Source: an optimization exercise on an open RTL-to-GDS flow (aim: small area, a short achievable clock period and few clock cycles per item). Production flows keep margins and buffers that such runs may drop.
Only simulation tests tie the RTL to the original design; equivalence was not proved.

==> flow/design.v (outline; a module is shown in full before it is edited, if it fits) <==
// module crpe_weights: 1892 lines
// module crpe_blend: 4356 lines
// module catmull_rom_point_evaluator_unit: 115 lines
module catmull_rom_point_evaluator_unit (
  input  logic                          clk,
  input  logic                          rst_n,
  input  logic                          in_valid,
  output logic                          in_ready,
  input  logic [crpe_pkg::T_FRAC_BITS-1:0] in_t_frac,
  output logic                          out_valid,
  input  logic                          out_ready,
  output logic [crpe_pkg::COORD_WIDTH-1:0] curve_x,
  output logic [crpe_pkg::COORD_WIDTH-1:0] curve_y,
  input  logic                          psel,
  input  logic                          penable,
  input  logic                          pwrite,
  input  logic [crpe_pkg::CFG_AW-1:0]   paddr,
  input  logic [crpe_pkg::CFG_DW-1:0]   pwdata,
  output logic [crpe_pkg::CFG_DW-1:0]   prdata,
  output logic                          pready
);
  // ...
==> flow/run.sh <==
#!/bin/bash
# synth_recipe.tcl (not shown) runs the flow's synth.tcl, then flattens the netlist and writes it again
# the make line also repeats each setting of config.mk as NAME=value (left out here)
make -C /OpenROAD-flow-scripts/flow DESIGN_CONFIG=/design/flow/config.mk WORK_HOME=/design/flow/orfs CLKGATE_MAP_FILE= SYNTH_SCRIPT=/design/flow/synth_recipe.tcl finish
==> flow/config.mk <==
export PLATFORM = sky130hd
export DESIGN_NAME = catmull_rom_point_evaluator_unit
export DESIGN_NICKNAME = catmull_rom_point_evaluator_unit
export VERILOG_FILES = /design/flow/design.v
export SDC_FILE = /design/flow/constraint.sdc
export NUM_CORES = 4
export LEC_CHECK = 0
export ABC_AREA = 1
export CAP_MARGIN = 20
export CORE_MARGIN = 2
export CORE_UTILIZATION = 40
export SLEW_MARGIN = 20
==> flow/constraint.sdc <==
create_clock -name core_clock -period 10.0 [get_ports {clk}]
set_input_delay 2.0000 -clock core_clock [delete_from_list [all_inputs] [get_ports {clk}]]
set_output_delay 2.0000 -clock core_clock [all_outputs]
set_load 0.01 [all_outputs]
==> key figures, run 1 <==
Drt
  • Met1 wire length: 121000 um
  • Drt pass-1 iters: 8
  • Top Layer Used: met5
  • Vias/cell: 5.62

Cells and area
  • Layout sequential cell count: 654
  • Multi-input gates: 6758
  • Nets: 11643
  • Signal buf overhead: 1.86%
  • Final non-filler cell total: 12808
  • P&R area growth vs syn: 7.17%
  • Final core occ: 43.0%
  • FF/Latch Area: 0.0183 mm2
  • Area of the multi-input gates: 0.0622 mm2
  • Final instance area: 0.0966 mm2
  • Most common cell after layout, fill and taps aside: inv_1

Global route
  • M3 GR Usage: 8.31%
  • Tot GR Track Use: 27.0%
  • Initial antenna violation count: 20
  • GRT met2 Usage: 40.0%
  • First-pass GRT wire length: 467000 um

Worst setup path
  • Worst path cell trace: buf_4 -> inv_2 -> buf_4 -> nand2_1 -> o21ai_4 -> buf_4 -> o22ai_1 -> xor2_1 -> fa_1 -> fa_1 -> fa_1 -> fa_1 -> fa_1 -> fa_1 -> inv_1
  • CP Capture Type: flop
  • Worst path required time: 10.47 ns
  • CP max-delay cell: buf_4

Logic synthesis
  • Top-count cell post-synth: inv_1
  • Mapped Avg Cell Area: 9.04 um2
  • Post-synth top area cell: fa_1

CTS
  • CTS max path bufs: 3

Run
  • Maxcap violations: 0

Min path
  • Hold path endpoint: vld_r[4]

Timing
  • Fmax: 0.148 GHz
  • Slew Viols, Final: 0
  • Clock Skews: 0.0983 ns

Floorplanning
  • Die height: 479 um

Place
  • Placement Cell Area: 0.0938 mm2

Status
  • Status: timing/DRC/antenna clean
Testbench counts, summed over its fixed seeds: cycles 9,536, items 8,192.
==> inputs of run 2 (changes only) <==
--- a/flow/config.mk
+++ b/flow/config.mk
@@ -10,3 +10,4 @@
 export CORE_MARGIN = 2
 export CORE_UTILIZATION = 40
+export SETUP_SLACK_MARGIN = 5
 export SLEW_MARGIN = 20
==> key figures, run 2 <==
Cells and area
  • Area of the multi-input gates: 0.0635 mm2 (+2.0%)
  • Most frequent cells in the layout: inv_1 (1950), fa_1 (1331), nand2_1 (1327)
  • Fillers: 21381
  • Nets: 11922 (+2.4%)
  • Largest Register: pt_r
  • P&R area growth vs syn: 12.7%
  • Most common cell after layout, fill and taps aside: inv_1
  • FF/Latch Area: 0.0183 mm2 (about the same)
  • Max FFs per register: 128
  • Fraction of layout cells with a size suffix above 1: 8.89%

Logic synthesis
  • Post-synth top area cell: fa_1
  • Largest family of logic cells by synthesized area: adder cells
  • Share of synthesized registers carrying an async set or reset: 0%
  • Mux cell area share after synthesis: 0%
  • Unique masters post-synth: 53
  • Yosys Warn Count: 3
  • Mapped Avg Cell Area: 9.04 um2 (unchanged)
  • Seq cells post-synth: 654
  • Top-count cell post-synth: inv_1
  • Primary FF master, synth: edfxtp_1
  • Main area contributors after synthesis: fa_1 (30%), edfxtp_1 (17%), xor2_1 (12%)
  • Syn Inst Count: 9971
  • Synthesized cell area: 0.0901 mm2
  • Sequential area share after synthesis: 20.3%
  • Post-Synth Adder-Cell Area: 36.7%
  • Post-synthesis compound-gate area fraction: 10.5%
  • Number of synthesized flops with an enable pin: 520
  • Synth cell count leaders: inv_1 (1992), nand2_1 (1360), fa_1 (1338), xor2_1 (1185), o22ai_1 (954)
  • Synth Area in XOR/XNOR: 12.2%
  • Post-synthesis simple-gate area fraction: 9.44%
  • Area share of the largest cell type after synthesis: 29.7%

Place
  • Dpl hpwl: 235000 um
  • Pre-CTS setup slack: 3.53 ns
  • Gpl congestion: 0.995
  • Port bufs: 91

Worst setup path
  • CP Class: in2reg
  • CP Launch Type: input port
  • Critical Path AT: 5.43 ns
  • CP Capture Type: flop
  • Max FO, Critical Path: 16
  • Worst path required time: 10.43 ns (-0.04 ns)

CTS
  • Post-CTS Hold Buffers: 0
  • CTS max path bufs: 3 (unchanged)
  • H-tree depth: 3
  • Root Buffer: clkbuf_16
  • Clock Latency Late Sink: 0.78 ns
  • CTS Buf Count: 82
  • CTS clk-pin slew, worst paths: 0.06 ns
  • CTS tree: yes
  • Sink Count: 654

Global route
  • Largest net degree at the start of global routing: 142
  • Tot GR Track Use: 27.9% (+0.93 points)
  • Vias in the first global route: 74955
  • First-pass GRT wire length: 479000 um (+2.5%)
  • Initial antenna violation count: 12 (-40%)
  • Remaining Overflow, GRT: 0

Timing
  • Final Critical Period: 5.01 ns
  • RSZ-0062 raised after global routing: true
  • Fmax: 0.200 GHz (+35%)
  • Slew HR: 18.0%
  • Final hold vios: 0
  • Worst Tran Pin Value: 1.23 ns
  • Final period util: 50.1%
  • Slew Viols, Final: 0 (unchanged)
  • Setup Viol. Count Final: 0
  • Worst setup margin: 4.99 ns
  • Clock Skews: 0.0860 ns (-0.0123 ns)
  • Setup TNS: 0 ns

Floorplanning
  • Die height: 479 um (unchanged)
  • Initial Utilization: 40.2%
  • Die W: 479 um
  • Core Area: 0.224 mm2
  • Die area: 0.229 mm2
  • Core Rows: 174
  • IO Pins: 127

Status
  • Status: timing/DRC/antenna clean

Drt
  • Drt pass-1 iters: 10 (+2)
  • Vias/cell: 5.65 (+0.45%)
  • Initial drt markers: 8480
  • Avg WL per Cell: 25.4 um
  • Post-route ant nets: 0
  • Routed vias: 73913
  • Routed WL: 332000 um
  • Drt drc: 0

Min path
  • Min-delay worst type: reg2reg

Run
  • Maxcap violations: 0 (unchanged)
==> run 2: cell counts after synthesis <==
No cell type changed its count.
==> run 2: worst max-delay path: stages <==
cell             delay, ns
clkdlybuf4s50_1       0.70
inv_1                 0.17
nor3_1                0.76
inv_1                 0.55
nor2_1                0.37
inv_1                 0.36
nand2_2               0.50
==> run 2: worst paths after layout <==
check                                         end  slack (ns)  cells after the start              start
worst max register to register  u_blend_y.s2b[19]        5.00                     13  u_weights.tt1[15]
worst min register to register           vld_r[3]        0.47                      2           vld_r[3]
worst min-delay path                     vld_r[3]        0.47                      2           vld_r[3]
worst max-delay path                  pt_r[4][11]        4.99                      7           paddr[4]
==> run 2: cells by family (layout without fill, tap and decap cells) <==
logic type      count (synthesis)  count (layout)
simple gates                 2076            2078
other cells                     2              24
fa+ha+maj                    1842            1842
compound gates               1564            1566
xor+xnor                     1259            1259
flops                         654             654
buf+inv                      2574            2672
==> run 2: what timing repair did <==
| action | CTS | global route |
|---|---|---|
| cloned | 14 | 15 |
| buffers inserted | 113 | 144 |
| resized for setup | 269 | 269 |
| endpoints found under the setup margin | 205 | 147 |
| pin swaps | 29 | 72 |
==> run 2: cell type report <==
| type | count | share of cell area [%] |
|---|---|---|
| multi-input cells | 6762 | 62.5 |
| well taps | 2992 | 3.68 |
| flip-flops and latches | 654 | 18.0 |
| diodes | 7 | 0.0172 |
| clock inverters | 51 | 0.645 |
| inverters | 2039 | 7.77 |
| repair buffers | 478 | 5.18 |
| clock buffers | 101 | 2.17 |
| repair inverters | 3 | 0.0234 |
==> run 2: per-stage QoR <==
stage / instances / hold slack [ns] / area, um2 / utilization [%]
after global placement: 12641 / 0.439 / 93700 / 41.7
final: 13087 / 0.467 / 102000 / 45.3
after CTS: 12920 / 0.461 / 98900 / 44.1
after floorplan: 9986 / 0.429 / 90200 / -
after global routing: 13081 / 0.510 / 102000 / 45.3
after detailed placement: 12641 / 0.452 / 93700 / 41.7
==> run 2: routing by layer <==
metal | vias to the layer above | wire (um) | share of wire (%) | GRT usage, %
met5 | - | 410 | 0.12 | 0.435
met4 | 24 | 25400 | 7.6 | 16.8
met3 | 1314 | 39200 | 12 | 8.28
met2 | 4723 | 142000 | 43 | 41.8
met1 | 36149 | 126000 | 38 | 35.5
li1 | 31703 | - | - | -

-- static timing again, ports no longer ideal --
The flow's constraints put no driver on any port. The routed layouts listed below were extracted and timed again, unchanged, in two steps.
Step 1 sets driving cells, clkbuf_16 on the clock port and buf_2 on the other inputs (assumed; they add their load-dependent delay and slew).
Step 2 moves the port delays by t, midway between the first and last clock arrival at a register: inputs arrive t later, outputs are due t later. That takes back most of the time a late clock gives input paths.
Three values: no drivers, after step 1, after step 2; two values: the first two.
run | t (ns) | setup WS [ns] | worst setup path at the end | slew at the worst register clock pin (ns) | cell pins on the clock port's net
run 1 | 0.853 | 3.252 / 3.252 / 3.252 | register to register | 0.07 / 0.07 | 1
run 2 | 0.841 | 4.995 / 4.998 / 4.218 | input to register | 0.07 / 0.07 | 1
After both steps every run listed still meets setup and hold. For run 2, which loses most, drivers alone change the setup slack by +0.003 ns; drivers and shift together by -0.777 ns.
